Background: an optimization exercise with open tools, aiming at small area and few clock cycles per item. Do not read the settings as production practice. RTL that was checked went through simulation tests only; none was proved equivalent to the original. For run 1, only the layout was checked, not whether the RTL still works.

## flow/design.v (module list and top-level ports; edited modules follow where they fit)
// module fp_mult_pipe: 1685 lines
// module fp_mult_fa: 10 lines
// module fp_mult_ha: 9 lines
// module fp_mult_han: 9 lines
// module fp_mult_add: 293 lines
module fp_mult_pipe #(
    parameter int EXP_W = 8,
    parameter int MAN_W = 23
) (
    input  logic                   clk,
    input  logic                   rst_n,
    input  logic                   in_valid,
    output logic                   in_ready,
    input  logic [EXP_W+MAN_W:0]   a,
    input  logic [EXP_W+MAN_W:0]   b,
    output logic                   out_valid,
    input  logic                   out_ready,
    output logic [EXP_W+MAN_W:0]   product,
    output logic [4:0]             flags
);
  // ...
==> flow/flow/run.sh <==
#!/bin/bash
# Standard layout, with the port buffers taken from the smallest buffer cell.
export BUFFER_PORTS_ARGS="-buffer_cell sky130_fd_sc_hd__buf_2"
bash standard.sh > standard.log 2>&1
==> flow/standard.sh <==
#!/bin/bash
# synth_recipe.tcl (not shown) runs the flow's synth.tcl, then flattens the netlist and writes it again
# the make line also repeats each setting of config.mk as NAME=value (left out here)
make -C /OpenROAD-flow-scripts/flow DESIGN_CONFIG=/design/flow/config.mk WORK_HOME=/design/flow/orfs CLKGATE_MAP_FILE= SYNTH_SCRIPT=/design/flow/synth_recipe.tcl "${@:-finish}"
==> flow/config.mk <==
export PLATFORM = sky130hd
export DESIGN_NAME = fp_mult_pipe
export DESIGN_NICKNAME = fp_mult_pipe
export VERILOG_FILES = /design/flow/design.v
export SDC_FILE = /design/flow/constraint.sdc
export NUM_CORES = 4
export LEC_CHECK = 0
export CAP_MARGIN = 20
export CORE_MARGIN = 2
export CORE_UTILIZATION = 40
export GPL_TIMING_DRIVEN = 0
export SETUP_SLACK_MARGIN = 0.05
export SLEW_MARGIN = 20
export SYNTH_HIERARCHICAL = 1
==> flow/constraint.sdc <==
create_clock -name core_clock -period 7.5 [get_ports {clk}]
set_input_delay 1.5000 -clock core_clock [delete_from_list [all_inputs] [get_ports {clk}]]
set_output_delay 1.5000 -clock core_clock [all_outputs]
set_load 0.01 [all_outputs]
==> run summary, run 1 <==
- Largest register FFs: 26
- Die height: 220 um
- Register fraction of the total cell area: 0.0567
- Largest register by flop count: p_r
- H-Tree Depth: 2
- Post-synthesis cell type count: 82
- Placed Area: 19900 sq um
- Mux cell area share after synthesis: 0.00970
- Postcts setup bufs: 6
- Largest family of logic cells by synthesized area: adder cells
- Ys Warns: 7
- Outcome: finished clean
- RR Startpoint: v_r$_DFFE_PN0N_
- Hold Path Cell Cnt: 2
- Tmin final: 7320 ps
- Area Growth Syn to Fin: 15.6%
- Fillers: 4332
- GR Util met2: 0.403
- Non-CTS buffers: 227
- Number of global-route vias before repair: 15700
- Final instance area: 21600 sq um
- Max-slew headroom: 0.517
- RR Endpoint: e_r[3]$_DFFE_PN_
- Inverter count: 163
- Clk latency of the worst-skew pair: 280 ps
- Crit path depth: 21
- Starting Density: 0.404
- Final hold vios: 0
- Footprint of the multi-input gates: 16700 sq um
- Final cell count without fillers: 2652
==> inputs of run 2 (changes only) <==
--- a/flow/design.v
+++ b/flow/design.v
@@ -12,18 +12,16 @@
     input  logic                   out_ready,
     output logic [EXP_W+MAN_W:0]   product,
     output logic [4:0]             flags
 );
     logic        a_zero_s, b_zero_s, a_max_s, b_max_s, a_mz_s, b_mz_s;
     logic        a_inf_s, b_inf_s, a_nan_s, b_nan_s;
     logic        nan_s, inv_s, inf_s, zero_s, sign_s;
     logic [47:0] tx_s, ty_s, prod_s;
-    logic [47:22] phi_s;
-    logic        st_s;
     logic        v_r;
     logic [47:22] p_r;
     logic        st_r;
     logic [8:0]  e_r;
     logic        s_r;
     logic        f_r;     
     logic        m1_r;    
     logic        m2_r;    
@@ -1634,25 +1632,25 @@
     wire s1582, c1583;
     fp_mult_fa u_s1582 (.x(c1413), .y(s1496), .z(c1495), .s(s1582), .c(c1583));
     wire s1584, c1585;
     fp_mult_fa u_s1584 (.x(c1415), .y(s1498), .z(c1497), .s(s1584), .c(c1585));
     wire s1586, c1587;
     fp_mult_fa u_s1586 (.x(p552), .y(p575), .z(c1499), .s(s1586), .c(c1587));
     assign tx_s = {1'b1, c1587, c1585, c1583, c1581, c1579, c1577, c1575, c1573, c1571, c1569, c1567, c1565, c1563, c1561, c1559, c1557, c1555, c1553, c1551, c1549, c1547, c1545, c1543, c1541, c1539, c1537, c1535, c1533, c1531, c1529, c1527, c1525, c1523, c1521, c1519, c1517, c1515, c1513, c1511, c1509, c1507, c1505, c1503, c1501, s1500, p2, p1};
     assign ty_s = {1'b1, 1'b0, s1586, s1584, s1582, s1580, s1578, s1576, s1574, s1572, s1570, s1568, s1566, s1564, s1562, s1560, s1558, s1556, s1554, s1552, s1550, s1548, s1546, s1544, s1542, s1540, s1538, s1536, s1534, s1532, s1530, s1528, s1526, s1524, s1522, s1520, s1518, s1516, s1514, s1512, s1510, s1508, s1506, s1504, s1502, p49, p25, 1'b1};
-    fp_mult_add u_add (.x(tx_s), .y(ty_s), .s(phi_s), .st(st_s));
+    assign prod_s = ~(tx_s + ty_s + 48'd1);
     always_ff @(posedge clk or negedge rst_n) begin
         if (!rst_n) v_r <= 1'b0;
         else if (in_ready) v_r <= in_valid;
     end
     always_ff @(posedge clk) begin
         if (in_ready) begin
-            p_r  <= phi_s;
-            st_r <= st_s;
+            p_r  <= prod_s[47:22];
+            st_r <= |prod_s[21:0];
             e_r  <= {1'b0, a[30:23]} + {1'b0, b[30:23]};
             s_r  <= sign_s & ~(nan_s | inv_s);
             f_r  <= nan_s | inf_s;
             m1_r <= (nan_s | inv_s) | (~inf_s & zero_s);
             m2_r <= inv_s;
         end
     end
     assign hi_s       = p_r[47];
@@ -1706,301 +1704,8 @@
     input  logic x,
     input  logic y,
     output logic s,
     output logic c
 );
     assign s = ~(x ^ y);
     assign c = x | y;
 endmodule
-module fp_mult_add (
-    input  logic [47:0] x,
-    input  logic [47:0] y,
-    output logic [47:22] s,
-    output logic st
-);
-    logic [47:0] g, p;
-    assign g = ~(x | y);
-    assign p = x ^ y;
-    logic G1; assign G1 = g[1] | (p[1] & g[0]);
-    logic P1; assign P1 = p[1] & p[0];
-    logic G2; assign G2 = g[3] | (p[3] & g[2]);
-    logic P2; assign P2 = p[3] & p[2];
-    logic G3; assign G3 = g[5] | (p[5] & g[4]);
-    logic P3; assign P3 = p[5] & p[4];
-    logic G4; assign G4 = g[7] | (p[7] & g[6]);
-    logic P4; assign P4 = p[7] & p[6];
-    logic G5; assign G5 = g[9] | (p[9] & g[8]);
-    logic P5; assign P5 = p[9] & p[8];
-    logic G6; assign G6 = g[11] | (p[11] & g[10]);
-    logic P6; assign P6 = p[11] & p[10];
-    logic G7; assign G7 = g[13] | (p[13] & g[12]);
-    logic P7; assign P7 = p[13] & p[12];
-    logic G8; assign G8 = g[15] | (p[15] & g[14]);
-    logic P8; assign P8 = p[15] & p[14];
-    logic G9; assign G9 = g[17] | (p[17] & g[16]);
-    logic P9; assign P9 = p[17] & p[16];
-    logic G10; assign G10 = g[19] | (p[19] & g[18]);
-    logic P10; assign P10 = p[19] & p[18];
-    logic G11; assign G11 = g[21] | (p[21] & g[20]);
-    logic P11; assign P11 = p[21] & p[20];
-    logic G12; assign G12 = g[23] | (p[23] & g[22]);
-    logic P12; assign P12 = p[23] & p[22];
-    logic G13; assign G13 = g[25] | (p[25] & g[24]);
-    logic P13; assign P13 = p[25] & p[24];
-    logic G14; assign G14 = g[27] | (p[27] & g[26]);
-    logic P14; assign P14 = p[27] & p[26];
-    logic G15; assign G15 = g[29] | (p[29] & g[28]);
-    logic P15; assign P15 = p[29] & p[28];
-    logic G16; assign G16 = g[31] | (p[31] & g[30]);
-    logic P16; assign P16 = p[31] & p[30];
-    logic G17; assign G17 = g[33] | (p[33] & g[32]);
-    logic P17; assign P17 = p[33] & p[32];
-    logic G18; assign G18 = g[35] | (p[35] & g[34]);
-    logic P18; assign P18 = p[35] & p[34];
-    logic G19; assign G19 = g[37] | (p[37] & g[36]);
-    logic P19; assign P19 = p[37] & p[36];
-    logic G20; assign G20 = g[39] | (p[39] & g[38]);
-    logic P20; assign P20 = p[39] & p[38];
-    logic G21; assign G21 = g[41] | (p[41] & g[40]);
-    logic P21; assign P21 = p[41] & p[40];
-    logic G22; assign G22 = g[43] | (p[43] & g[42]);
-    logic P22; assign P22 = p[43] & p[42];
-    logic G23; assign G23 = g[45] | (p[45] & g[44]);
-    logic P23; assign P23 = p[45] & p[44];
-    logic G24; assign G24 = g[47] | (p[47] & g[46]);
-    logic P24; assign P24 = p[47] & p[46];
-    logic G25; assign G25 = g[2] | (p[2] & G1);
-    logic P25; assign P25 = p[2] & P1;
-    logic G26; assign G26 = G2 | (P2 & G1);
-    logic P26; assign P26 = P2 & P1;
-    logic G27; assign G27 = g[6] | (p[6] & G3);
-    logic P27; assign P27 = p[6] & P3;
-    logic G28; assign G28 = G4 | (P4 & G3);
-    logic P28; assign P28 = P4 & P3;
-    logic G29; assign G29 = g[10] | (p[10] & G5);
-    logic P29; assign P29 = p[10] & P5;
-    logic G30; assign G30 = G6 | (P6 & G5);
-    logic P30; assign P30 = P6 & P5;
-    logic G31; assign G31 = g[14] | (p[14] & G7);
-    logic P31; assign P31 = p[14] & P7;
-    logic G32; assign G32 = G8 | (P8 & G7);
-    logic P32; assign P32 = P8 & P7;
-    logic G33; assign G33 = g[18] | (p[18] & G9);
-    logic P33; assign P33 = p[18] & P9;
-    logic G34; assign G34 = G10 | (P10 & G9);
-    logic P34; assign P34 = P10 & P9;
-    logic G35; assign G35 = g[22] | (p[22] & G11);
-    logic P35; assign P35 = p[22] & P11;
-    logic G36; assign G36 = G12 | (P12 & G11);
-    logic P36; assign P36 = P12 & P11;
-    logic G37; assign G37 = g[26] | (p[26] & G13);
-    logic P37; assign P37 = p[26] & P13;
-    logic G38; assign G38 = G14 | (P14 & G13);
-    logic P38; assign P38 = P14 & P13;
-    logic G39; assign G39 = g[30] | (p[30] & G15);
-    logic P39; assign P39 = p[30] & P15;
-    logic G40; assign G40 = G16 | (P16 & G15);
-    logic P40; assign P40 = P16 & P15;
-    logic G41; assign G41 = g[34] | (p[34] & G17);
-    logic P41; assign P41 = p[34] & P17;
-    logic G42; assign G42 = G18 | (P18 & G17);
-    logic P42; assign P42 = P18 & P17;
-    logic G43; assign G43 = g[38] | (p[38] & G19);
-    logic P43; assign P43 = p[38] & P19;
-    logic G44; assign G44 = G20 | (P20 & G19);
-    logic P44; assign P44 = P20 & P19;
-    logic G45; assign G45 = g[42] | (p[42] & G21);
-    logic P45; assign P45 = p[42] & P21;
-    logic G46; assign G46 = G22 | (P22 & G21);
-    logic P46; assign P46 = P22 & P21;
-    logic G47; assign G47 = g[46] | (p[46] & G23);
-    logic P47; assign P47 = p[46] & P23;
-    logic G48; assign G48 = G24 | (P24 & G23);
-    logic P48; assign P48 = P24 & P23;
-    logic G49; assign G49 = g[4] | (p[4] & G26);
-    logic P49; assign P49 = p[4] & P26;
-    logic G50; assign G50 = G3 | (P3 & G26);
-    logic P50; assign P50 = P3 & P26;
-    logic G51; assign G51 = G27 | (P27 & G26);
-    logic P51; assign P51 = P27 & P26;
-    logic G52; assign G52 = G28 | (P28 & G26);
-    logic P52; assign P52 = P28 & P26;
-    logic G53; assign G53 = g[12] | (p[12] & G30);
-    logic P53; assign P53 = p[12] & P30;
-    logic G54; assign G54 = G7 | (P7 & G30);
-    logic P54; assign P54 = P7 & P30;
-    logic G55; assign G55 = G31 | (P31 & G30);
-    logic P55; assign P55 = P31 & P30;
-    logic G56; assign G56 = G32 | (P32 & G30);
-    logic P56; assign P56 = P32 & P30;
-    logic G57; assign G57 = g[20] | (p[20] & G34);
-    logic P57; assign P57 = p[20] & P34;
-    logic G58; assign G58 = G11 | (P11 & G34);
-    logic P58; assign P58 = P11 & P34;
-    logic G59; assign G59 = G35 | (P35 & G34);
-    logic P59; assign P59 = P35 & P34;
-    logic G60; assign G60 = G36 | (P36 & G34);
-    logic P60; assign P60 = P36 & P34;
-    logic G61; assign G61 = g[28] | (p[28] & G38);
-    logic P61; assign P61 = p[28] & P38;
-    logic G62; assign G62 = G15 | (P15 & G38);
-    logic P62; assign P62 = P15 & P38;
-    logic G63; assign G63 = G39 | (P39 & G38);
-    logic P63; assign P63 = P39 & P38;
-    logic G64; assign G64 = G40 | (P40 & G38);
-    logic P64; assign P64 = P40 & P38;
-    logic G65; assign G65 = g[36] | (p[36] & G42);
-    logic P65; assign P65 = p[36] & P42;
-    logic G66; assign G66 = G19 | (P19 & G42);
-    logic P66; assign P66 = P19 & P42;
-    logic G67; assign G67 = G43 | (P43 & G42);
-    logic P67; assign P67 = P43 & P42;
-    logic G68; assign G68 = G44 | (P44 & G42);
-    logic P68; assign P68 = P44 & P42;
-    logic G69; assign G69 = g[44] | (p[44] & G46);
-    logic P69; assign P69 = p[44] & P46;
-    logic G70; assign G70 = G23 | (P23 & G46);
-    logic P70; assign P70 = P23 & P46;
-    logic G71; assign G71 = G47 | (P47 & G46);
-    logic P71; assign P71 = P47 & P46;
-    logic G72; assign G72 = G48 | (P48 & G46);
-    logic P72; assign P72 = P48 & P46;
-    logic G73; assign G73 = g[8] | (p[8] & G52);
-    logic P73; assign P73 = p[8] & P52;
-    logic G74; assign G74 = G5 | (P5 & G52);
-    logic P74; assign P74 = P5 & P52;
-    logic G75; assign G75 = G29 | (P29 & G52);
-    logic P75; assign P75 = P29 & P52;
-    logic G76; assign G76 = G30 | (P30 & G52);
-    logic P76; assign P76 = P30 & P52;
-    logic G77; assign G77 = G53 | (P53 & G52);
-    logic P77; assign P77 = P53 & P52;
-    logic G78; assign G78 = G54 | (P54 & G52);
-    logic P78; assign P78 = P54 & P52;
-    logic G79; assign G79 = G55 | (P55 & G52);
-    logic P79; assign P79 = P55 & P52;
-    logic G80; assign G80 = G56 | (P56 & G52);
-    logic P80; assign P80 = P56 & P52;
-    logic G81; assign G81 = g[24] | (p[24] & G60);
-    logic P81; assign P81 = p[24] & P60;
-    logic G82; assign G82 = G13 | (P13 & G60);
-    logic P82; assign P82 = P13 & P60;
-    logic G83; assign G83 = G37 | (P37 & G60);
-    logic P83; assign P83 = P37 & P60;
-    logic G84; assign G84 = G38 | (P38 & G60);
-    logic P84; assign P84 = P38 & P60;
-    logic G85; assign G85 = G61 | (P61 & G60);
-    logic P85; assign P85 = P61 & P60;
-    logic G86; assign G86 = G62 | (P62 & G60);
-    logic P86; assign P86 = P62 & P60;
-    logic G87; assign G87 = G63 | (P63 & G60);
-    logic P87; assign P87 = P63 & P60;
-    logic G88; assign G88 = G64 | (P64 & G60);
-    logic P88; assign P88 = P64 & P60;
-    logic G89; assign G89 = g[40] | (p[40] & G68);
-    logic P89; assign P89 = p[40] & P68;
-    logic G90; assign G90 = G21 | (P21 & G68);
-    logic P90; assign P90 = P21 & P68;
-    logic G91; assign G91 = G45 | (P45 & G68);
-    logic P91; assign P91 = P45 & P68;
-    logic G92; assign G92 = G46 | (P46 & G68);
-    logic P92; assign P92 = P46 & P68;
-    logic G93; assign G93 = G69 | (P69 & G68);
-    logic P93; assign P93 = P69 & P68;
-    logic G94; assign G94 = G70 | (P70 & G68);
-    logic P94; assign P94 = P70 & P68;
-    logic G95; assign G95 = G71 | (P71 & G68);
-    logic P95; assign P95 = P71 & P68;
-    logic G96; assign G96 = G72 | (P72 & G68);
-    logic P96; assign P96 = P72 & P68;
-    logic G97; assign G97 = g[16] | (p[16] & G80);
-    logic P97; assign P97 = p[16] & P80;
-    logic G98; assign G98 = G9 | (P9 & G80);
-    logic P98; assign P98 = P9 & P80;
-    logic G99; assign G99 = G33 | (P33 & G80);
-    logic P99; assign P99 = P33 & P80;
-    logic G100; assign G100 = G34 | (P34 & G80);
-    logic P100; assign P100 = P34 & P80;
-    logic G101; assign G101 = G57 | (P57 & G80);
-    logic P101; assign P101 = P57 & P80;
-    logic G102; assign G102 = G58 | (P58 & G80);
-    logic P102; assign P102 = P58 & P80;
-    logic G103; assign G103 = G59 | (P59 & G80);
-    logic P103; assign P103 = P59 & P80;
-    logic G104; assign G104 = G60 | (P60 & G80);
-    logic P104; assign P104 = P60 & P80;
-    logic G105; assign G105 = G81 | (P81 & G80);
-    logic P105; assign P105 = P81 & P80;
-    logic G106; assign G106 = G82 | (P82 & G80);
-    logic P106; assign P106 = P82 & P80;
-    logic G107; assign G107 = G83 | (P83 & G80);
-    logic P107; assign P107 = P83 & P80;
-    logic G108; assign G108 = G84 | (P84 & G80);
-    logic P108; assign P108 = P84 & P80;
-    logic G109; assign G109 = G85 | (P85 & G80);
-    logic P109; assign P109 = P85 & P80;
-    logic G110; assign G110 = G86 | (P86 & G80);
-    logic P110; assign P110 = P86 & P80;
-    logic G111; assign G111 = G87 | (P87 & G80);
-    logic P111; assign P111 = P87 & P80;
-    logic G112; assign G112 = G88 | (P88 & G80);
-    logic P112; assign P112 = P88 & P80;
-    logic G113; assign G113 = g[32] | (p[32] & G112);
-    logic P113; assign P113 = p[32] & P112;
-    logic G114; assign G114 = G17 | (P17 & G112);
-    logic P114; assign P114 = P17 & P112;
-    logic G115; assign G115 = G41 | (P41 & G112);
-    logic P115; assign P115 = P41 & P112;
-    logic G116; assign G116 = G42 | (P42 & G112);
-    logic P116; assign P116 = P42 & P112;
-    logic G117; assign G117 = G65 | (P65 & G112);
-    logic P117; assign P117 = P65 & P112;
-    logic G118; assign G118 = G66 | (P66 & G112);
-    logic P118; assign P118 = P66 & P112;
-    logic G119; assign G119 = G67 | (P67 & G112);
-    logic P119; assign P119 = P67 & P112;
-    logic G120; assign G120 = G68 | (P68 & G112);
-    logic P120; assign P120 = P68 & P112;
-    logic G121; assign G121 = G89 | (P89 & G112);
-    logic P121; assign P121 = P89 & P112;
-    logic G122; assign G122 = G90 | (P90 & G112);
-    logic P122; assign P122 = P90 & P112;
-    logic G123; assign G123 = G91 | (P91 & G112);
-    logic P123; assign P123 = P91 & P112;
-    logic G124; assign G124 = G92 | (P92 & G112);
-    logic P124; assign P124 = P92 & P112;
-    logic G125; assign G125 = G93 | (P93 & G112);
-    logic P125; assign P125 = P93 & P112;
-    logic G126; assign G126 = G94 | (P94 & G112);
-    logic P126; assign P126 = P94 & P112;
-    logic G127; assign G127 = G95 | (P95 & G112);
-    logic P127; assign P127 = P95 & P112;
-    logic G128; assign G128 = G96 | (P96 & G112);
-    logic P128; assign P128 = P96 & P112;
-    assign s[22] = p[22] ^ G102;
-    assign s[23] = p[23] ^ G103;
-    assign s[24] = p[24] ^ G104;
-    assign s[25] = p[25] ^ G105;
-    assign s[26] = p[26] ^ G106;
-    assign s[27] = p[27] ^ G107;
-    assign s[28] = p[28] ^ G108;
-    assign s[29] = p[29] ^ G109;
-    assign s[30] = p[30] ^ G110;
-    assign s[31] = p[31] ^ G111;
-    assign s[32] = p[32] ^ G112;
-    assign s[33] = p[33] ^ G113;
-    assign s[34] = p[34] ^ G114;
-    assign s[35] = p[35] ^ G115;
-    assign s[36] = p[36] ^ G116;
-    assign s[37] = p[37] ^ G117;
-    assign s[38] = p[38] ^ G118;
-    assign s[39] = p[39] ^ G119;
-    assign s[40] = p[40] ^ G120;
-    assign s[41] = p[41] ^ G121;
-    assign s[42] = p[42] ^ G122;
-    assign s[43] = p[43] ^ G123;
-    assign s[44] = p[44] ^ G124;
-    assign s[45] = p[45] ^ G125;
-    assign s[46] = p[46] ^ G126;
-    assign s[47] = p[47] ^ G127;
-    assign st = (p[0]) | (p[1] ^ g[0]) | (p[2] ^ G1) | (p[3] ^ G25) | (p[4] ^ G26) | (p[5] ^ G49) | (p[6] ^ G50) | (p[7] ^ G51) | (p[8] ^ G52) | (p[9] ^ G73) | (p[10] ^ G74) | (p[11] ^ G75) | (p[12] ^ G76) | (p[13] ^ G77) | (p[14] ^ G78) | (p[15] ^ G79) | (p[16] ^ G80) | (p[17] ^ G97) | (p[18] ^ G98) | (p[19] ^ G99) | (p[20] ^ G100) | (p[21] ^ G101);
-endmodule
==> flow/flow/run.sh (replaced) <==
#!/bin/bash
# Standard layout with two changes: the port buffers are buf_2 cells, and right
# after synthesis every combinational cell is set to its smallest drive strength
# (the standard repair steps then size up what timing and slew need).
set -euo pipefail
export BUFFER_PORTS_ARGS="-buffer_cell sky130_fd_sc_hd__buf_2"
bash standard.sh synth > synth.log 2>&1
DS_ODB="$PWD/orfs/results/$FLOW_PLATFORM/fp_mult_pipe/base/1_synth.odb" \
DS_LIB="$FLOW_HOME/platforms/$FLOW_PLATFORM/lib/sky130_fd_sc_hd__tt_025C_1v80.lib" \
DS_MAP="$PWD/flow/downsize_map.txt" \
  openroad -no_init -exit flow/downsize.tcl > downsize.log 2>&1
bash standard.sh > standard.log 2>&1
==> flow/flow/downsize.tcl (new file) <==
# Replace every combinational cell by the smallest cell of the same function
# (same name but drive strength); the resizer later sizes up what timing needs.
set odb $::env(DS_ODB)
read_liberty $::env(DS_LIB)
read_db $odb
set map [dict create]
set f [open $::env(DS_MAP)]
while {[gets $f line] >= 0} {
  if {[llength $line] == 2} { dict set map [lindex $line 0] [lindex $line 1] }
}
close $f
set n 0
foreach inst [get_cells *] {
  set ref [get_property $inst ref_name]
  if {[dict exists $map $ref]} {
    replace_cell $inst [dict get $map $ref]
    incr n
  }
}
puts "downsize: replaced $n instances"
write_db $odb
==> flow/flow/downsize_map.txt (new file) <==
sky130_fd_sc_hd__a2111o_2 sky130_fd_sc_hd__a2111o_1
sky130_fd_sc_hd__a2111o_4 sky130_fd_sc_hd__a2111o_1
sky130_fd_sc_hd__a2111oi_1 sky130_fd_sc_hd__a2111oi_0
sky130_fd_sc_hd__a2111oi_2 sky130_fd_sc_hd__a2111oi_0
sky130_fd_sc_hd__a2111oi_4 sky130_fd_sc_hd__a2111oi_0
sky130_fd_sc_hd__a211o_2 sky130_fd_sc_hd__a211o_1
sky130_fd_sc_hd__a211o_4 sky130_fd_sc_hd__a211o_1
sky130_fd_sc_hd__a211oi_2 sky130_fd_sc_hd__a211oi_1
sky130_fd_sc_hd__a211oi_4 sky130_fd_sc_hd__a211oi_1
sky130_fd_sc_hd__a21bo_4 sky130_fd_sc_hd__a21bo_1
sky130_fd_sc_hd__a21boi_2 sky130_fd_sc_hd__a21boi_0
sky130_fd_sc_hd__a21boi_4 sky130_fd_sc_hd__a21boi_0
sky130_fd_sc_hd__a21o_2 sky130_fd_sc_hd__a21o_1
sky130_fd_sc_hd__a21o_4 sky130_fd_sc_hd__a21o_1
sky130_fd_sc_hd__a21oi_2 sky130_fd_sc_hd__a21oi_1
sky130_fd_sc_hd__a21oi_4 sky130_fd_sc_hd__a21oi_1
sky130_fd_sc_hd__a221o_2 sky130_fd_sc_hd__a221o_1
sky130_fd_sc_hd__a221o_4 sky130_fd_sc_hd__a221o_1
sky130_fd_sc_hd__a221oi_2 sky130_fd_sc_hd__a221oi_1
sky130_fd_sc_hd__a221oi_4 sky130_fd_sc_hd__a221oi_1
sky130_fd_sc_hd__a22o_2 sky130_fd_sc_hd__a22o_1
sky130_fd_sc_hd__a22o_4 sky130_fd_sc_hd__a22o_1
sky130_fd_sc_hd__a22oi_2 sky130_fd_sc_hd__a22oi_1
sky130_fd_sc_hd__a22oi_4 sky130_fd_sc_hd__a22oi_1
sky130_fd_sc_hd__a2bb2o_2 sky130_fd_sc_hd__a2bb2o_1
sky130_fd_sc_hd__a2bb2o_4 sky130_fd_sc_hd__a2bb2o_1
sky130_fd_sc_hd__a2bb2oi_2 sky130_fd_sc_hd__a2bb2oi_1
sky130_fd_sc_hd__a2bb2oi_4 sky130_fd_sc_hd__a2bb2oi_1
sky130_fd_sc_hd__a311o_2 sky130_fd_sc_hd__a311o_1
sky130_fd_sc_hd__a311o_4 sky130_fd_sc_hd__a311o_1
sky130_fd_sc_hd__a311oi_2 sky130_fd_sc_hd__a311oi_1
sky130_fd_sc_hd__a311oi_4 sky130_fd_sc_hd__a311oi_1
sky130_fd_sc_hd__a31o_4 sky130_fd_sc_hd__a31o_1
sky130_fd_sc_hd__a31oi_2 sky130_fd_sc_hd__a31oi_1
sky130_fd_sc_hd__a31oi_4 sky130_fd_sc_hd__a31oi_1
sky130_fd_sc_hd__a32o_2 sky130_fd_sc_hd__a32o_1
sky130_fd_sc_hd__a32o_4 sky130_fd_sc_hd__a32o_1
sky130_fd_sc_hd__a32oi_2 sky130_fd_sc_hd__a32oi_1
sky130_fd_sc_hd__a32oi_4 sky130_fd_sc_hd__a32oi_1
sky130_fd_sc_hd__a41o_2 sky130_fd_sc_hd__a41o_1
sky130_fd_sc_hd__a41o_4 sky130_fd_sc_hd__a41o_1
sky130_fd_sc_hd__a41oi_2 sky130_fd_sc_hd__a41oi_1
sky130_fd_sc_hd__a41oi_4 sky130_fd_sc_hd__a41oi_1
sky130_fd_sc_hd__and2_2 sky130_fd_sc_hd__and2_0
sky130_fd_sc_hd__and2_4 sky130_fd_sc_hd__and2_0
sky130_fd_sc_hd__and2b_2 sky130_fd_sc_hd__and2b_1
sky130_fd_sc_hd__and2b_4 sky130_fd_sc_hd__and2b_1
sky130_fd_sc_hd__and3_2 sky130_fd_sc_hd__and3_1
sky130_fd_sc_hd__and3_4 sky130_fd_sc_hd__and3_1
sky130_fd_sc_hd__and3b_2 sky130_fd_sc_hd__and3b_1
sky130_fd_sc_hd__and3b_4 sky130_fd_sc_hd__and3b_1
sky130_fd_sc_hd__and4_2 sky130_fd_sc_hd__and4_1
sky130_fd_sc_hd__and4_4 sky130_fd_sc_hd__and4_1
sky130_fd_sc_hd__and4b_2 sky130_fd_sc_hd__and4b_1
sky130_fd_sc_hd__and4b_4 sky130_fd_sc_hd__and4b_1
sky130_fd_sc_hd__and4bb_4 sky130_fd_sc_hd__and4bb_1
sky130_fd_sc_hd__maj3_2 sky130_fd_sc_hd__maj3_1
sky130_fd_sc_hd__maj3_4 sky130_fd_sc_hd__maj3_1
sky130_fd_sc_hd__mux2_4 sky130_fd_sc_hd__mux2_1
sky130_fd_sc_hd__mux2_8 sky130_fd_sc_hd__mux2_1
sky130_fd_sc_hd__mux2i_2 sky130_fd_sc_hd__mux2i_1
sky130_fd_sc_hd__mux2i_4 sky130_fd_sc_hd__mux2i_1
sky130_fd_sc_hd__mux4_1 sky130_fd_sc_hd__mux4_2
sky130_fd_sc_hd__mux4_4 sky130_fd_sc_hd__mux4_2
sky130_fd_sc_hd__nand2_2 sky130_fd_sc_hd__nand2_1
sky130_fd_sc_hd__nand2_4 sky130_fd_sc_hd__nand2_1
sky130_fd_sc_hd__nand2_8 sky130_fd_sc_hd__nand2_1
sky130_fd_sc_hd__nand2b_2 sky130_fd_sc_hd__nand2b_1
sky130_fd_sc_hd__nand2b_4 sky130_fd_sc_hd__nand2b_1
sky130_fd_sc_hd__nand3_2 sky130_fd_sc_hd__nand3_1
sky130_fd_sc_hd__nand3_4 sky130_fd_sc_hd__nand3_1
sky130_fd_sc_hd__nand3b_2 sky130_fd_sc_hd__nand3b_1
sky130_fd_sc_hd__nand3b_4 sky130_fd_sc_hd__nand3b_1
sky130_fd_sc_hd__nand4_2 sky130_fd_sc_hd__nand4_1
sky130_fd_sc_hd__nand4_4 sky130_fd_sc_hd__nand4_1
sky130_fd_sc_hd__nand4b_2 sky130_fd_sc_hd__nand4b_1
sky130_fd_sc_hd__nand4b_4 sky130_fd_sc_hd__nand4b_1
sky130_fd_sc_hd__nand4bb_2 sky130_fd_sc_hd__nand4bb_1
sky130_fd_sc_hd__nand4bb_4 sky130_fd_sc_hd__nand4bb_1
sky130_fd_sc_hd__nor2_2 sky130_fd_sc_hd__nor2_1
sky130_fd_sc_hd__nor2_4 sky130_fd_sc_hd__nor2_1
sky130_fd_sc_hd__nor2_8 sky130_fd_sc_hd__nor2_1
sky130_fd_sc_hd__nor2b_2 sky130_fd_sc_hd__nor2b_1
sky130_fd_sc_hd__nor2b_4 sky130_fd_sc_hd__nor2b_1
sky130_fd_sc_hd__nor3_2 sky130_fd_sc_hd__nor3_1
sky130_fd_sc_hd__nor3_4 sky130_fd_sc_hd__nor3_1
sky130_fd_sc_hd__nor3b_2 sky130_fd_sc_hd__nor3b_1
sky130_fd_sc_hd__nor3b_4 sky130_fd_sc_hd__nor3b_1
sky130_fd_sc_hd__nor4_2 sky130_fd_sc_hd__nor4_1
sky130_fd_sc_hd__nor4_4 sky130_fd_sc_hd__nor4_1
sky130_fd_sc_hd__nor4b_2 sky130_fd_sc_hd__nor4b_1
sky130_fd_sc_hd__nor4b_4 sky130_fd_sc_hd__nor4b_1
sky130_fd_sc_hd__nor4bb_2 sky130_fd_sc_hd__nor4bb_1
sky130_fd_sc_hd__nor4bb_4 sky130_fd_sc_hd__nor4bb_1
sky130_fd_sc_hd__o2111a_2 sky130_fd_sc_hd__o2111a_1
sky130_fd_sc_hd__o2111a_4 sky130_fd_sc_hd__o2111a_1
sky130_fd_sc_hd__o2111ai_2 sky130_fd_sc_hd__o2111ai_1
sky130_fd_sc_hd__o2111ai_4 sky130_fd_sc_hd__o2111ai_1
sky130_fd_sc_hd__o211a_4 sky130_fd_sc_hd__o211a_1
sky130_fd_sc_hd__o211ai_2 sky130_fd_sc_hd__o211ai_1
sky130_fd_sc_hd__o211ai_4 sky130_fd_sc_hd__o211ai_1
sky130_fd_sc_hd__o21a_2 sky130_fd_sc_hd__o21a_1
sky130_fd_sc_hd__o21a_4 sky130_fd_sc_hd__o21a_1
sky130_fd_sc_hd__o21ai_2 sky130_fd_sc_hd__o21ai_0
sky130_fd_sc_hd__o21ai_4 sky130_fd_sc_hd__o21ai_0
sky130_fd_sc_hd__o21ba_4 sky130_fd_sc_hd__o21ba_1
sky130_fd_sc_hd__o21bai_2 sky130_fd_sc_hd__o21bai_1
sky130_fd_sc_hd__o21bai_4 sky130_fd_sc_hd__o21bai_1
sky130_fd_sc_hd__o221a_4 sky130_fd_sc_hd__o221a_1
sky130_fd_sc_hd__o221ai_2 sky130_fd_sc_hd__o221ai_1
sky130_fd_sc_hd__o221ai_4 sky130_fd_sc_hd__o221ai_1
sky130_fd_sc_hd__o22a_2 sky130_fd_sc_hd__o22a_1
sky130_fd_sc_hd__o22a_4 sky130_fd_sc_hd__o22a_1
sky130_fd_sc_hd__o22ai_2 sky130_fd_sc_hd__o22ai_1
sky130_fd_sc_hd__o22ai_4 sky130_fd_sc_hd__o22ai_1
sky130_fd_sc_hd__o2bb2a_2 sky130_fd_sc_hd__o2bb2a_1
sky130_fd_sc_hd__o2bb2a_4 sky130_fd_sc_hd__o2bb2a_1
sky130_fd_sc_hd__o2bb2ai_2 sky130_fd_sc_hd__o2bb2ai_1
sky130_fd_sc_hd__o2bb2ai_4 sky130_fd_sc_hd__o2bb2ai_1
sky130_fd_sc_hd__o311a_2 sky130_fd_sc_hd__o311a_1
sky130_fd_sc_hd__o311a_4 sky130_fd_sc_hd__o311a_1
sky130_fd_sc_hd__o311ai_2 sky130_fd_sc_hd__o311ai_0
sky130_fd_sc_hd__o311ai_4 sky130_fd_sc_hd__o311ai_0
sky130_fd_sc_hd__o31a_2 sky130_fd_sc_hd__o31a_1
sky130_fd_sc_hd__o31a_4 sky130_fd_sc_hd__o31a_1
sky130_fd_sc_hd__o31ai_2 sky130_fd_sc_hd__o31ai_1
sky130_fd_sc_hd__o31ai_4 sky130_fd_sc_hd__o31ai_1
sky130_fd_sc_hd__o32a_2 sky130_fd_sc_hd__o32a_1
sky130_fd_sc_hd__o32a_4 sky130_fd_sc_hd__o32a_1
sky130_fd_sc_hd__o32ai_2 sky130_fd_sc_hd__o32ai_1
sky130_fd_sc_hd__o32ai_4 sky130_fd_sc_hd__o32ai_1
sky130_fd_sc_hd__o41a_2 sky130_fd_sc_hd__o41a_1
sky130_fd_sc_hd__o41a_4 sky130_fd_sc_hd__o41a_1
sky130_fd_sc_hd__o41ai_2 sky130_fd_sc_hd__o41ai_1
sky130_fd_sc_hd__o41ai_4 sky130_fd_sc_hd__o41ai_1
sky130_fd_sc_hd__or2_4 sky130_fd_sc_hd__or2_0
sky130_fd_sc_hd__or2b_2 sky130_fd_sc_hd__or2b_1
sky130_fd_sc_hd__or2b_4 sky130_fd_sc_hd__or2b_1
sky130_fd_sc_hd__or3_2 sky130_fd_sc_hd__or3_1
sky130_fd_sc_hd__or3_4 sky130_fd_sc_hd__or3_1
sky130_fd_sc_hd__or3b_4 sky130_fd_sc_hd__or3b_1
sky130_fd_sc_hd__or4_2 sky130_fd_sc_hd__or4_1
sky130_fd_sc_hd__or4_4 sky130_fd_sc_hd__or4_1
sky130_fd_sc_hd__or4b_4 sky130_fd_sc_hd__or4b_1
sky130_fd_sc_hd__or4bb_2 sky130_fd_sc_hd__or4bb_1
sky130_fd_sc_hd__or4bb_4 sky130_fd_sc_hd__or4bb_1
sky130_fd_sc_hd__sdlclkp_2 sky130_fd_sc_hd__sdlclkp_1
sky130_fd_sc_hd__sdlclkp_4 sky130_fd_sc_hd__sdlclkp_1
sky130_fd_sc_hd__xnor2_2 sky130_fd_sc_hd__xnor2_1
sky130_fd_sc_hd__xnor2_4 sky130_fd_sc_hd__xnor2_1
sky130_fd_sc_hd__xnor3_2 sky130_fd_sc_hd__xnor3_1
sky130_fd_sc_hd__xnor3_4 sky130_fd_sc_hd__xnor3_1
sky130_fd_sc_hd__xor2_2 sky130_fd_sc_hd__xor2_1
sky130_fd_sc_hd__xor2_4 sky130_fd_sc_hd__xor2_1
sky130_fd_sc_hd__xor3_2 sky130_fd_sc_hd__xor3_1
sky130_fd_sc_hd__xor3_4 sky130_fd_sc_hd__xor3_1
==> run 2 against run 1 <==
Still clean. Clock skew is 1.8 ps higher. Count of clock-buffer cells in the layout stayed put. Via count is 3.2% higher. Die area fell by 0.58%. Critical path type unchanged. Critical endpoint is now p_r[46]$_DFFE_PN_. Largest cell class unchanged.
==> run summary, run 2 <==
- Outcome: finished clean
- Fmax: 137 MHz
- Yosys chip area: 18700 sq um
- Max stage delay on crit path: 600 ps
- Top_reg_cell synth: edfxtp_1
- Critical Path RT: 7540 ps
- Post-synth top cells: 585 x nand2_1, 509 x fa_1, 154 x clkbuf_1
- Die W: 220 um
- Critical path endpoint category: flop
- IO Count: 107
- Clk buf depth: 2
- Core footprint: 46300 sq um
- First-pass GRT wire length: 96.8 mm
- Grt ovf: 0
- Most frequent CP cell: fa_1
- Crit Path Max Fanout: 10
- H-Tree Depth: 2 (unchanged)
- Max_cap viols: 0
- Routed vias: 15000
- Ys Warns: 7 (unchanged)
- Routed Antenna Nets: 0
- Area Growth Syn to Fin: 13.9%
- Post-synth EDFFs: 40
- Most repeated cell in the gate-level netlist after synthesis: nand2_1
- Final hold vios: 0 (unchanged)
- CTS clk-pin slew, worst paths: 60 ps
- Starting Density: 0.402 (-0.00152)
- Final worst setup slack: 194 ps
- Routed len/inst: 24.0 um
- Commonest non-fill, non-tap cell in the layout: nand2_1
- Pre-antenna DRT Iters: 8
- RSZ-0062 raised after global routing: true
- Post-synthesis cell type count: 69 (-16%)
- Nets@finish: 2673
- Worst Max-Slew Pin Slew: 622 ps
- Async SR Flop Fraction: 0.0244
- Largest register FFs: 26 (unchanged)
- Clock tree from TritonCTS: done
- Cells after Synth: 1942
- Most frequent cells in the layout: 585 x nand2_1, 489 x fa_1, 72 x inv_1, 71 x buf_2, 64 x nor2_1
- Largest register by flop count: p_r
- Final setup vio count: 0
- Initial antenna violation count: 0
- Syn_area_per_cell: 9.58 sq um
- CTS root buffer: clkbuf_16
- Max-slew headroom: 0.581 (+0.0636)
- Number of global-route vias before repair: 16300 (+4.0%)
- # diodes: 0
- Area leader, netlist: fa_1
- Clk latency of the worst-skew pair: 290 ps (about the same)
- Yosys reg bits: 41
- IO buf count: 64
- Gr usage total: 0.269
- CP delay by family, top: adder cells
- Post-place setup slack: -1180 ps
- Crit path cell chain: clkbuf_2 > clkbuf_4 > nand2_1 > fa_1 > fa_1 > fa_1 > fa_1 > fa_1 > fa_1 > ha_1 > a21oi_1 > o21ai_0 > a31oi_1 > o21ai_0 > a41o_1 > a41o_4 > a2111oi_4 > nor2_1 > xnor2_1
- Placed Area: 20000 sq um (+0.28%)
- Die height: 220 um (-0.29%)
- Num CTS Buffers: 5
- Pins Over Slew Limit: 0
- Final period util: 0.974
- Sequential fraction of the synthesis area: 0.0657
- Worst Skew: 9.19 ps
- Worst path arrival time: 7350 ps
- Final hold slack: 884 ps
- GP Congestion: 0.965
- Critical path startpoint category: input pin
- Crit path kind: input pin to flop
- Drt drc: 0
- Post-Syn Area: 18600 sq um
- Die area: 48200 sq um
- Final instance area: 21200 sq um (-2.0%)
- Clk sinks: 41
- Number of DRC markers after the initial detailed-route iteration: 1363
- Final wirelength: 63.4 mm
- Largest cells by area after synthesis: fa_1 55%, nand2_1 12%, edfxtp_1 6.4%, ha_1 3.8%, clkbuf_1 3.1%
- Average vias per placed instance: 5.69
- Critical path's slowest cell: fa_1
- Post-layout util: 0.458
- Tmin final: 7310 ps (-12.0 ps)
- Worst hold path class: flop to flop
- Synth top area share: 0.546
- Largest registers: p_r: 26 flops, e_r: 9 flops
- Rows: 79
- Buffers plus inverters on the worst setup path: 2
- Post-DP HPWL: 51.5 mm
- Pin count of the biggest net entering global routing: 26
- Layout cells sized above 1: 0.139
==> run 2: changes by cell type after synthesis, sizes merged, moves of 8 or more <==
cell    delta
a21oi     +10
clkbuf    +11
inv       -91
nand2      +8
nor3       +8
o21ai     +17
==> run 2: final timing paths <==
kind / from / end / slack (ps) / cells after the start
max in group asynchronous: rst_n / v_r$_DFFE_PN0N_ / 6450 / 1
min reg2reg: v_r$_DFFE_PN0N_ / v_r$_DFFE_PN0N_ / 880 / 2
min in group asynchronous: rst_n / v_r$_DFFE_PN0N_ / 970 / 1
min: v_r$_DFFE_PN0N_ / v_r$_DFFE_PN0N_ / 880 / 2
max: b[5] / p_r[46]$_DFFE_PN_ / 190 / 19
max reg2reg: v_r$_DFFE_PN0N_ / p_r[25]$_DFFE_PN_ / 6150 / 2
==> run 2: kinds of logic (layout without fill, tap and decap cells) <==
kind of cell / count (synthesis) / in the layout / share of synthesized area
compound gates: 208 / 208 / 0.0744
buf+inv: 232 / 308 / 0.0474
other cells: 1 / 23 / 0.000201
simple gates: 786 / 786 / 0.175
fa+ha+maj: 566 / 566 / 0.585
mux: 21 / 21 / 0.0116
xor+xnor: 87 / 87 / 0.0409
flops: 41 / 41 / 0.0657
==> run 2: modules after synthesis (local to each module, per instance) <==
module / cell area (sq um) / copies in the design / cells inside
fp_mult_fa: 20.0 / 506 / 1
fp_mult_pipe: 8520 / 1 / 1436
==> run 2: timing repair <==
| action | in CTS | in global routing |
|---|---|---|
| cloned | 0 | 1 |
| setup buffers | 2 | 6 |
| pin swaps | 3 | 23 |
| gates resized for setup | 208 | 183 |
| hold buffers | 0 | 0 |
| setup endpoints to repair | 57 | 46 |
==> run 2: metal layers <==
metal	share of wire	GRT usage	up-vias
li1	-	-	6357
met1	0.40	0.347	7789
met2	0.47	0.450	731
met3	0.081	0.0451	172
met4	0.051	0.112	0
met5	0	0	-
==> run 2: worst register-to-register path, delay by kind of cell (launching register included) <==
kind	cells	cell delay, ps
and+or+nand+nor	1	410
DFF	1	380
buffers and inverters	1	250
==> run 2: layout make-up <==
cell class | count | area [sq um]
clock inverters | 3 | 46.3
repair buffers | 74 | 419
multi-input cells | 1691 | 16900
fillers | 4327 | 25100
plain buffers | 154 | 1490
well taps | 607 | 759
inverters | 72 | 270
flip-flops and latches | 41 | 1230
clock buffers | 5 | 125
==> run 2: through the flow <==
stage               setup TNS (ps)  std cells
finish                           0       2647
global route                     0       2647
CTS                              0       2641
detailed placement          -42510       2636
global placement            -40550       2635
floorplan                        0       1964
Testbench counts of run 2, summed over its fixed seeds: cycles 8,008, items 8,000.

==> static timing again, ports no longer ideal <==
No port has a modelled driver above. Below, the same layouts with a new extraction and two added sets of constraints. Step 1, drivers: a clkbuf_16 drives clk and a buf_2 each remaining input, both assumed. Step 2 adds t to the input delays and takes it off the output delays; t is the mean of the earliest and latest rising clock arrival at the registers after step 1. Input paths then give back, and output paths get back, about the clock's delay inside the block. Three values: ideal, step 1, step 2; two values: the first two.
| run | shift t [ns] | setup slack, ns | worst setup path after step 2 | slew at the worst register clock pin (ns) | cell pins on the clock port's net |
|---|---|---|---|---|---|
| run 1 | 0.315 | 0.182 / 0.190 / -0.125 | input to register | 0.06 / 0.06 | 1 |
| run 2 | 0.325 | 0.194 / 0.195 / -0.130 | input to register | 0.06 / 0.06 | 1 |
With both steps, setup timing fails in run 1 and run 2, where it was met with ideal ports. The setup slack of run 2, which loses most, moves by +0.001 ns with the drivers and by -0.324 ns with both steps.
